This design comes from an exercise in tuning for small area and a short achievable clock period on the open sky130 flow, not from production work. Function not checked in this run: the RTL went through the layout flow alone.

`design/flow/design.v`:
```
`timescale 1ns/1ps
`default_nettype none
package isa_pkg;
    typedef logic [4:0] opcode_t;
    typedef logic [3:0] alu_op_t;
    typedef logic [1:0] fault_t;
    localparam alu_op_t IADD = 4'h0;
    localparam alu_op_t ISUB = 4'h1;
    localparam alu_op_t IMUL = 4'h2;
    localparam alu_op_t IDIV = 4'h3;
    localparam alu_op_t IREM = 4'h4;
    localparam alu_op_t INEG = 4'h5;
    localparam alu_op_t IOR  = 4'h8;
    localparam alu_op_t IXOR = 4'h9;
    localparam alu_op_t ISHL = 4'hC;
    localparam alu_op_t ISHR = 4'hD;
    localparam alu_op_t IAND = 4'hF;
    localparam opcode_t OP_PUSH = 5'h10;
    localparam opcode_t OP_POP  = 5'h11;
    localparam opcode_t OP_DUP  = 5'h12;
    localparam opcode_t OP_SWAP = 5'h13;
    localparam fault_t FAULT_NONE      = 2'd0;
    localparam fault_t FAULT_UNDERFLOW = 2'd1;
    localparam fault_t FAULT_OVERFLOW  = 2'd2;
    localparam fault_t FAULT_ILLEGAL   = 2'd3;
endpackage
`default_nettype wire
`timescale 1ns/1ps
`default_nettype none
package stack_pkg;
    typedef logic [31:0] word_t;
    localparam int STACK_DEPTH = 8;
    typedef logic [3:0] depth_t;
    typedef logic [2:0] sp_t;
endpackage
`default_nettype wire
`timescale 1ns/1ps
`default_nettype none
module fa_cell (
    input  logic a,
    input  logic b,
    input  logic c,
    output logic s,
    output logic co
);
    assign s  = a ^ b ^ c;
    assign co = (a & b) | (a & c) | (b & c);
endmodule
module rca #(parameter int W = 32) (
    input  logic [W-1:0] a,
    input  logic [W-1:0] b,
    input  logic         ci,
    output logic [W-1:0] s
);
    logic [W:0] c;
    assign c[0] = ci;
    genvar j;
    generate
        for (j = 0; j < W; j++) begin : g_bit
            fa_cell u_fa (.a(a[j]), .b(b[j]), .c(c[j]), .s(s[j]), .co(c[j+1]));
        end
    endgenerate
endmodule
module mul16 (
    input  logic [15:0] a,
    input  logic [15:0] b,
    output logic [31:0] p
);
    logic [16:0] s [16];
    logic [15:0] c [16];
    genvar i, j;
    generate
        for (j = 0; j < 16; j++) begin : g_row0
            assign s[0][j] = a[j] & b[0];
            assign c[0][j] = 1'b0;
        end
        assign s[0][16] = 1'b0;
        for (i = 1; i < 16; i++) begin : g_row
            assign p[i-1]    = s[i-1][0];
            assign s[i][16]  = 1'b0;
            for (j = 0; j < 16; j++) begin : g_col
                fa_cell u_fa (.a(a[j] & b[i]), .b(s[i-1][j+1]), .c(c[i-1][j]),
                              .s(s[i][j]), .co(c[i][j]));
            end
        end
    endgenerate
    assign p[15] = s[15][0];
    rca #(.W(16)) u_final (.a(s[15][16:1]), .b(c[15]), .ci(1'b0), .s(p[31:16]));
endmodule
module divu16 (
    input  logic [15:0] a,
    input  logic [15:0] d,
    output logic [15:0] q,
    output logic [15:0] r
);
    logic [16:0] hz;
    assign hz[15] = 1'b1;
    genvar k;
    generate
        for (k = 14; k >= 0; k--) begin : g_hz
            assign hz[k] = hz[k+1] & ~d[k+1];
        end
        for (k = 0; k < 16; k++) begin : g_row
            logic [k:0]   x;
            logic [k+1:0] diff;
            logic [k:0]   rem;
            if (k == 0) begin : g_first
                assign x = a[15];
            end else begin : g_rest
                assign x = {g_row[k-1].rem, a[15-k]};
            end
            assign diff = {1'b0, x} - {1'b0, d[k:0]};
            assign q[15-k] = hz[k] & ~diff[k+1];
            assign rem = q[15-k] ? diff[k:0] : x;
        end
    endgenerate
    assign r = g_row[15].rem;
endmodule
module alu (
    input  stack_pkg::word_t n,
    input  stack_pkg::word_t t,
    output stack_pkg::word_t r_add,
    output stack_pkg::word_t r_sub,
    output stack_pkg::word_t r_mul,
    output stack_pkg::word_t r_div,
    output stack_pkg::word_t r_rem,
    output stack_pkg::word_t r_shl,
    output stack_pkg::word_t r_shr
);
    logic [15:0] q;
    logic [15:0] rm;
    logic        dz;
    divu16 u_div (.a(n[15:0]), .d(t[15:0]), .q(q), .r(rm));
    mul16  u_mul (.a(n[15:0]), .b(t[15:0]), .p(r_mul));
    rca #(.W(32)) u_add (.a(n), .b(t),  .ci(1'b0), .s(r_add));
    rca #(.W(32)) u_sub (.a(n), .b(~t), .ci(1'b1), .s(r_sub));
    assign dz    = (t[15:0] == 16'd0);
    assign r_div = {{16{dz}}, q};
    assign r_rem = {16'd0, rm};
    assign r_shl = n << t[4:0];
    assign r_shr = n >> t[4:0];
endmodule
`default_nettype wire
`timescale 1ns/1ps
`default_nettype none
module operand_stack (
    input  logic              clk,
    input  logic [6:0]        wr_en,
    input  stack_pkg::word_t  wr_data,
    input  logic [6:0]        rd_sel,
    output stack_pkg::word_t  rd_data
);
    stack_pkg::word_t entries [7];
    always_ff @(posedge clk) begin
        for (int i = 0; i < 7; i++) begin
            if (wr_en[i]) entries[i] <= wr_data;
        end
    end
    always_comb begin
        rd_data = '0;
        for (int i = 0; i < 7; i++) begin
            rd_data = rd_data | (entries[i] & {32{rd_sel[i]}});
        end
    end
endmodule
`default_nettype wire
`timescale 1ns/1ps
`default_nettype none
module stack_control (
    input  logic              cmd_valid,
    input  isa_pkg::opcode_t  cmd_op,
    input  stack_pkg::depth_t depth,
    output isa_pkg::fault_t   fault_c,
    output logic              do_push,
    output logic              do_dup,
    output logic              do_pop,
    output logic              do_swap,
    output logic              do_neg,
    output logic              do_bin
);
    logic [3:0] code;
    logic       is_alu;
    logic       alu_legal;
    logic       ge1;
    logic       ge2;
    logic       full;
    assign code   = cmd_op[3:0];
    assign is_alu = ~cmd_op[4];
    assign ge1    = (depth != 4'd0);
    assign ge2    = (depth > 4'd1);
    assign full   = depth[3];
    always_comb begin
        case (code)
            4'h6, 4'h7, 4'hA, 4'hB, 4'hE: alu_legal = 1'b0;
            default:                      alu_legal = 1'b1;
        endcase
    end
    always_comb begin
        fault_c = isa_pkg::FAULT_NONE;
        do_push = 1'b0;
        do_dup  = 1'b0;
        do_pop  = 1'b0;
        do_swap = 1'b0;
        do_neg  = 1'b0;
        do_bin  = 1'b0;
        if (is_alu) begin
            if (!alu_legal)               fault_c = isa_pkg::FAULT_ILLEGAL;
            else if (code == isa_pkg::INEG) begin
                if (!ge1)                 fault_c = isa_pkg::FAULT_UNDERFLOW;
                else                      do_neg  = cmd_valid;
            end else if (!ge2)            fault_c = isa_pkg::FAULT_UNDERFLOW;
            else                          do_bin  = cmd_valid;
        end else begin
            case (cmd_op)
                isa_pkg::OP_PUSH: begin
                    if (full)             fault_c = isa_pkg::FAULT_OVERFLOW;
                    else                  do_push = cmd_valid;
                end
                isa_pkg::OP_POP: begin
                    if (!ge1)             fault_c = isa_pkg::FAULT_UNDERFLOW;
                    else                  do_pop  = cmd_valid;
                end
                isa_pkg::OP_DUP: begin
                    if (!ge1)             fault_c = isa_pkg::FAULT_UNDERFLOW;
                    else if (full)        fault_c = isa_pkg::FAULT_OVERFLOW;
                    else                  do_dup  = cmd_valid;
                end
                isa_pkg::OP_SWAP: begin
                    if (!ge2)             fault_c = isa_pkg::FAULT_UNDERFLOW;
                    else                  do_swap = cmd_valid;
                end
                default:                  fault_c = isa_pkg::FAULT_ILLEGAL;
            endcase
        end
    end
endmodule
`default_nettype wire
`timescale 1ns/1ps
`default_nettype none
module stack_core (
    input  logic              clk,
    input  logic              rst_n,
    input  logic              cmd_valid,
    input  isa_pkg::opcode_t  cmd_op,
    input  stack_pkg::word_t  cmd_imm,
    output logic              done,
    output logic              fault,
    output isa_pkg::fault_t   fault_code,
    output stack_pkg::word_t  tos,
    output stack_pkg::depth_t depth
);
    stack_pkg::word_t  top;
    stack_pkg::word_t  next;
    stack_pkg::depth_t count;
    isa_pkg::fault_t   fault_c;
    logic do_push, do_dup, do_pop, do_swap, do_neg, do_bin;
    logic [6:0] wr_en;
    logic [6:0] rd_sel;
    stack_pkg::word_t r_add, r_sub, r_mul, r_div, r_rem, r_shl, r_shr;
    stack_pkg::word_t alu_res;
    stack_pkg::word_t top_d;
    assign tos   = top;
    assign depth = count;
    stack_control u_control (
        .cmd_valid (cmd_valid),
        .cmd_op    (cmd_op),
        .depth     (count),
        .fault_c   (fault_c),
        .do_push   (do_push),
        .do_dup    (do_dup),
        .do_pop    (do_pop),
        .do_swap   (do_swap),
        .do_neg    (do_neg),
        .do_bin    (do_bin)
    );
    always_comb begin
        for (int i = 0; i < 7; i++) begin
            rd_sel[i] = (count == 4'(i + 2));
            wr_en[i]  = ((do_push | do_dup) & (count == 4'(i + 1))) |
                        (do_swap & (count == 4'(i + 2)));
        end
    end
    operand_stack u_stack (
        .clk     (clk),
        .wr_en   (wr_en),
        .wr_data (top),
        .rd_sel  (rd_sel),
        .rd_data (next)
    );
    alu u_alu (
        .n     (next),
        .t     (top),
        .r_add (r_add),
        .r_sub (r_sub),
        .r_mul (r_mul),
        .r_div (r_div),
        .r_rem (r_rem),
        .r_shl (r_shl),
        .r_shr (r_shr)
    );
    always_comb begin
        case (cmd_op[3:0])
            isa_pkg::IADD: alu_res = r_add;
            isa_pkg::ISUB: alu_res = r_sub;
            isa_pkg::IMUL: alu_res = r_mul;
            isa_pkg::IDIV: alu_res = r_div;
            isa_pkg::IREM: alu_res = r_rem;
            isa_pkg::IOR:  alu_res = next | top;
            isa_pkg::IXOR: alu_res = next ^ top;
            isa_pkg::ISHL: alu_res = r_shl;
            isa_pkg::ISHR: alu_res = r_shr;
            default:       alu_res = next & top;
        endcase
    end
    always_comb begin
        top_d = top;
        if (do_push)               top_d = cmd_imm;
        else if (do_pop | do_swap) top_d = next;
        else if (do_neg)           top_d = ~top;
        else if (do_bin)           top_d = alu_res;
    end
    always_ff @(posedge clk) begin
        if (!rst_n) begin
            count      <= '0;
            top        <= '0;
            done       <= 1'b0;
            fault      <= 1'b0;
            fault_code <= isa_pkg::FAULT_NONE;
        end else begin
            top        <= top_d;
            if (do_push | do_dup)     count <= count + 4'd1;
            else if (do_pop | do_bin) count <= count - 4'd1;
            done       <= cmd_valid;
            fault      <= cmd_valid && (fault_c != isa_pkg::FAULT_NONE);
            fault_code <= cmd_valid ? fault_c : isa_pkg::FAULT_NONE;
        end
    end
endmodule
`default_nettype wire
```
`design/flow/run.sh`:
```
#!/bin/bash
# synth_recipe.tcl (not shown) runs the flow's synth.tcl, then flattens the netlist and writes it again
# the make line also repeats each setting of config.mk as NAME=value (left out here)
make -C /OpenROAD-flow-scripts/flow DESIGN_CONFIG=/design/flow/config.mk WORK_HOME=/design/flow/orfs CLKGATE_MAP_FILE= SYNTH_SCRIPT=/design/flow/synth_recipe.tcl finish
```
`design/flow/config.mk`:
```
export PLATFORM = sky130hd
export DESIGN_NAME = stack_core
export DESIGN_NICKNAME = stack_core
export VERILOG_FILES = /design/flow/design.v
export SDC_FILE = /design/flow/constraint.sdc
export NUM_CORES = 4
export LEC_CHECK = 0
export ABC_AREA = 1
export CAP_MARGIN = 20
export CORE_MARGIN = 2
export CORE_UTILIZATION = 40
export SLEW_MARGIN = 20
```
`design/flow/constraint.sdc`:
```
create_clock -name core_clock -period 110.0 [get_ports {clk}]
set_input_delay 22.0000 -clock core_clock [delete_from_list [all_inputs] [get_ports {clk}]]
set_output_delay 22.0000 -clock core_clock [all_outputs]
set_load 0.01 [all_outputs]
```
==> results.sh <==
export IMPL_vias=27806
export IMPL_initial_core_util_pct=40.5
export IMPL_number_of_buffers_added_for_setup_after_cts=0
export IMPL_yosys_warnings=9
export IMPL_cts_inserted_buffers=28
export IMPL_critPathRequiredTime_ns=110.45
export IMPL_most_prevalent_standard_cell_on_the_critical_path="sky130_fd_sc_hd__nand2_1"
export IMPL_remaining_drc_errors=0
export IMPL_num_nets_final=4468
export IMPL_tritoncts="built"
export IMPL_post_route_cells_drive_above_1_share_pct=9.01
export IMPL_track_usage_pct=27.6
export IMPL_place_hpwl_um=85600
export IMPL_fin_setup_tns_ns=0
export IMPL_core_ar_mm2=0.0791
export IMPL_clk_path_buf_depth=3
export IMPL_final_common_cell="sky130_fd_sc_hd__nand2_1"
export IMPL_vias_in_the_first_global_route=27237
export IMPL_post_place_ws_ns=77.73
export IMPL_die_area_mm2=0.0824
export IMPL_max_cap_violations=0
export IMPL_antenna_violations_before_repair=1
export IMPL_final_antenna_net_count=0
export IMPL_post_placement_cell_area_mm2=0.0338
export IMPL_synthDistinctLibCells=72
export IMPL_most_common_layout_cells="sky130_fd_sc_hd__nand2_1 (755), sky130_fd_sc_hd__inv_1 (442), sky130_fd_sc_hd__nor2_1 (370), sky130_fd_sc_hd__fa_1 (299), sky130_fd_sc_hd__ha_1 (265)"
export IMPL_postRouteWirelength_um=114000
export IMPL_core_rowCount=103
export IMPL_dr_first_iter_drc_count=2721
export IMPL_final_setup_skew_ns=0.0277
export IMPL_final_hold_violation_count=0
export IMPL_final_max_slew_viol_count=0
export IMPL_netlist_top_cells_area="sky130_fd_sc_hd__edfxtp_1 (21%), sky130_fd_sc_hd__fa_1 (19%), sky130_fd_sc_hd__ha_1 (10%)"
export IMPL_timing_final_crit_period_ns=32.58
export IMPL_cts_htree_levels=1
export IMPL_cts_hold_buffers=0
export IMPL_die_width_um=287
export IMPL_achievable_clock_frequency_ghz=0.0307
export IMPL_max_slew_worst_pin_slew_ns=1.02
export IMPL_path_clk_slew_ns=0.08
export IMPL_timing_max_slew_rel_slack_pct=32.0
export IMPL_setup_worst_path_end_class="flop"
export IMPL_setup_slack_ns=77.42
export IMPL_ys_dominant_reg_cell="sky130_fd_sc_hd__edfxtp_1"
export IMPL_post_drt_wl_per_cell_um=23.1
export IMPL_avgSynthCellArea_um2=8.25
export IMPL_portBuffers=79
export IMPL_timing_final_setup_violations=0
export IMPL_final_period_utilization_pct=29.6
export IMPL_netlist_area_mm2=0.0321
export IMPL_synthDominantCellAreaShare_pct=21.0
export IMPL_place_gp_congestion=1.01
export IMPL_area_growth_pct=8.15
export IMPL_clock_latency_ns=0.57
export IMPL_post_cts_resized_instances=0
export IMPL_io_pins=80
export IMPL_via_per_inst=5.63
export IMPL_run_status="timing/DRC/antenna clean"
export IMPL_synth_area_leader_cell="sky130_fd_sc_hd__edfxtp_1"
export IMPL_synth_cells=3884
export IMPL_synth_enable_flop_cells=224
export IMPL_globalRoute_totalOverflow=0
export IMPL_finalInstanceArea_mm2=0.0347
export IMPL_hold_wc_path_type="flop to flop"
export IMPL_register_bit_total_from_synthesis=264
export IMPL_die_height_um=287
export IMPL_critical_path_n_buffers_inverters=21
export IMPL_unrepaired_setup_endpoints_after_global_routing="false"
export IMPL_worst_path_dominant_cell_family="simple AND/OR/NAND/NOR gates"
export IMPL_synthArstFlopShare_pct=0
export IMPL_synth_seq_area_share_pct=23.5
export IMPL_cp_start_kind="flop"
export IMPL_fill_cells=7958
export IMPL_critical_path_max_stage_delay_ns=0.61
export IMPL_sink_count=264
export IMPL_criticalPathCategory="flop to flop"
export IMPL_firstDrtPassIters=6
export IMPL_grt_first_pass_wirelength_um=172000
export IMPL_critical_path_slowest_cell="sky130_fd_sc_hd__nand2_1"
export IMPL_grt_start_max_net_pins=69
export IMPL_critPathArrivalTime_ns=33.03
export IMPL_clock_tree_root_cell="sky130_fd_sc_hd__clkbuf_16"
export IMPL_postSynthNetCount=4488
export IMPL_crit_path_max_fanout=25
## worst reg2reg max path: cells and delay by family (launching register included)
family,cells,cell delay (ns)
AO/OA/AOI/OAI,65,9.84
flip-flops,1,0.37
adder cells (fa/ha/maj),17,5.91
AND/OR/NAND/NOR,87,12.05
buffers and inverters,21,4.30
## Yosys cell counts, types with 40 or more instances
library cell,number
sky130_fd_sc_hd__nand2_1,756
sky130_fd_sc_hd__inv_1,444
sky130_fd_sc_hd__nor2_1,372
sky130_fd_sc_hd__fa_1,299
sky130_fd_sc_hd__ha_1,265
sky130_fd_sc_hd__a21oi_1,241
sky130_fd_sc_hd__edfxtp_1,224
sky130_fd_sc_hd__o21ai_0,171
sky130_fd_sc_hd__nand3_1,120
sky130_fd_sc_hd__o21ai_1,108
sky130_fd_sc_hd__clkbuf_1,95
sky130_fd_sc_hd__xor2_1,49
sky130_fd_sc_hd__buf_4,46
sky130_fd_sc_hd__dfxtp_1,40
## state kept, by name (all words and copies together) (netlist names)
signal           flops
count                4
done                 1
fault                1
fault_code           2
top                 32
u_stack.entries    224
## path summary, 6_finish.rpt
check	from	end	slack, ns	depth (start not counted)
setup reg to reg	count[0]	top[1]	77.42	190
setup / recovery	count[0]	top[1]	77.42	190
hold / removal	count[0]	count[0]	0.55	1
hold reg to reg	count[0]	count[0]	0.55	1
## layout make-up
| type | instances | area, um^2 | area share, % |
|---|---|---|---|
| antenna | 1 | 2.50 | 0.00722 |
| clock buffer | 39 | 783 | 2.26 |
| clock inverter | 11 | 119 | 0.343 |
| inverter | 501 | 1900 | 5.49 |
| multi-input combinational | 2916 | 21700 | 62.5 |
| sequential | 264 | 7540 | 21.7 |
| tap | 1050 | 1310 | 3.79 |
| timing repair buffer | 153 | 1350 | 3.88 |
## metal layers
layer,part of all wire [%],vias up,GRT usage (%)
met2,44,1230,43.1
met3,8.6,227,4.68
met1,43,13504,38.9
met5,0.011,-,0
met4,3.9,2,9.08
li1,-,12843,-
## kinds of logic (layout without fill, tap and decap cells)
| logic type | count (synthesis) | in the layout | synth area share (%) |
|---|---|---|---|
| xor+xnor | 63 | 63 | 1.72 |
| other cells | 0 | 1 | 0 |
| flops | 264 | 264 | 23.5 |
| fa+ha+maj | 564 | 564 | 29.0 |
| buf+inv | 704 | 704 | 9.32 |
| compound gates | 822 | 822 | 15.8 |
| mux | 8 | 8 | 0.250 |
| simple gates | 1459 | 1459 | 20.4 |
## metrics by stage
| stage | std cells | util [%] | hold slack [ns] |
|---|---|---|---|
| 2_1_floorplan | 3884 | - | 0.526 |
| 6_report | 4935 | 43.8 | 0.548 |
| 3_5_place_dp | 4884 | 42.7 | 0.536 |
| 3_3_place_gp | 4884 | 42.7 | 0.518 |
| 5_1_grt | 4934 | 43.8 | 0.585 |
| 4_1_cts | 4934 | 43.8 | 0.544 |

what the ideal ports hide:
The flow's constraints put no driver on any port. The routed layout listed below was extracted and timed again, unchanged, in two steps. Step 1 (the two cells are an assumption about what drives the block):
set clk [get_ports {clk}]
set_driving_cell -lib_cell sky130_fd_sc_hd__clkbuf_16 $clk
set_driving_cell -lib_cell sky130_fd_sc_hd__buf_2 [delete_from_list [all_inputs] $clk]
Step 2 times the ports against the registers' clock, not the clock port: input delays grow and output delays shrink by t, the midpoint of the rising clock arrivals with the driver on. Three values: no drivers, after step 1, after step 2; two values: the first two.
shift t [ns]: 0.607
setup slack, ns: 77.420 / 77.420 / 77.420
latest minus earliest clock arrival (ns): 0.027 / 0.028
cell pins on the clock port's net: 1
After both steps this run still meets setup and hold. The setup slack of this run moves by 0.000 ns with the drivers and by 0.000 ns with both steps.
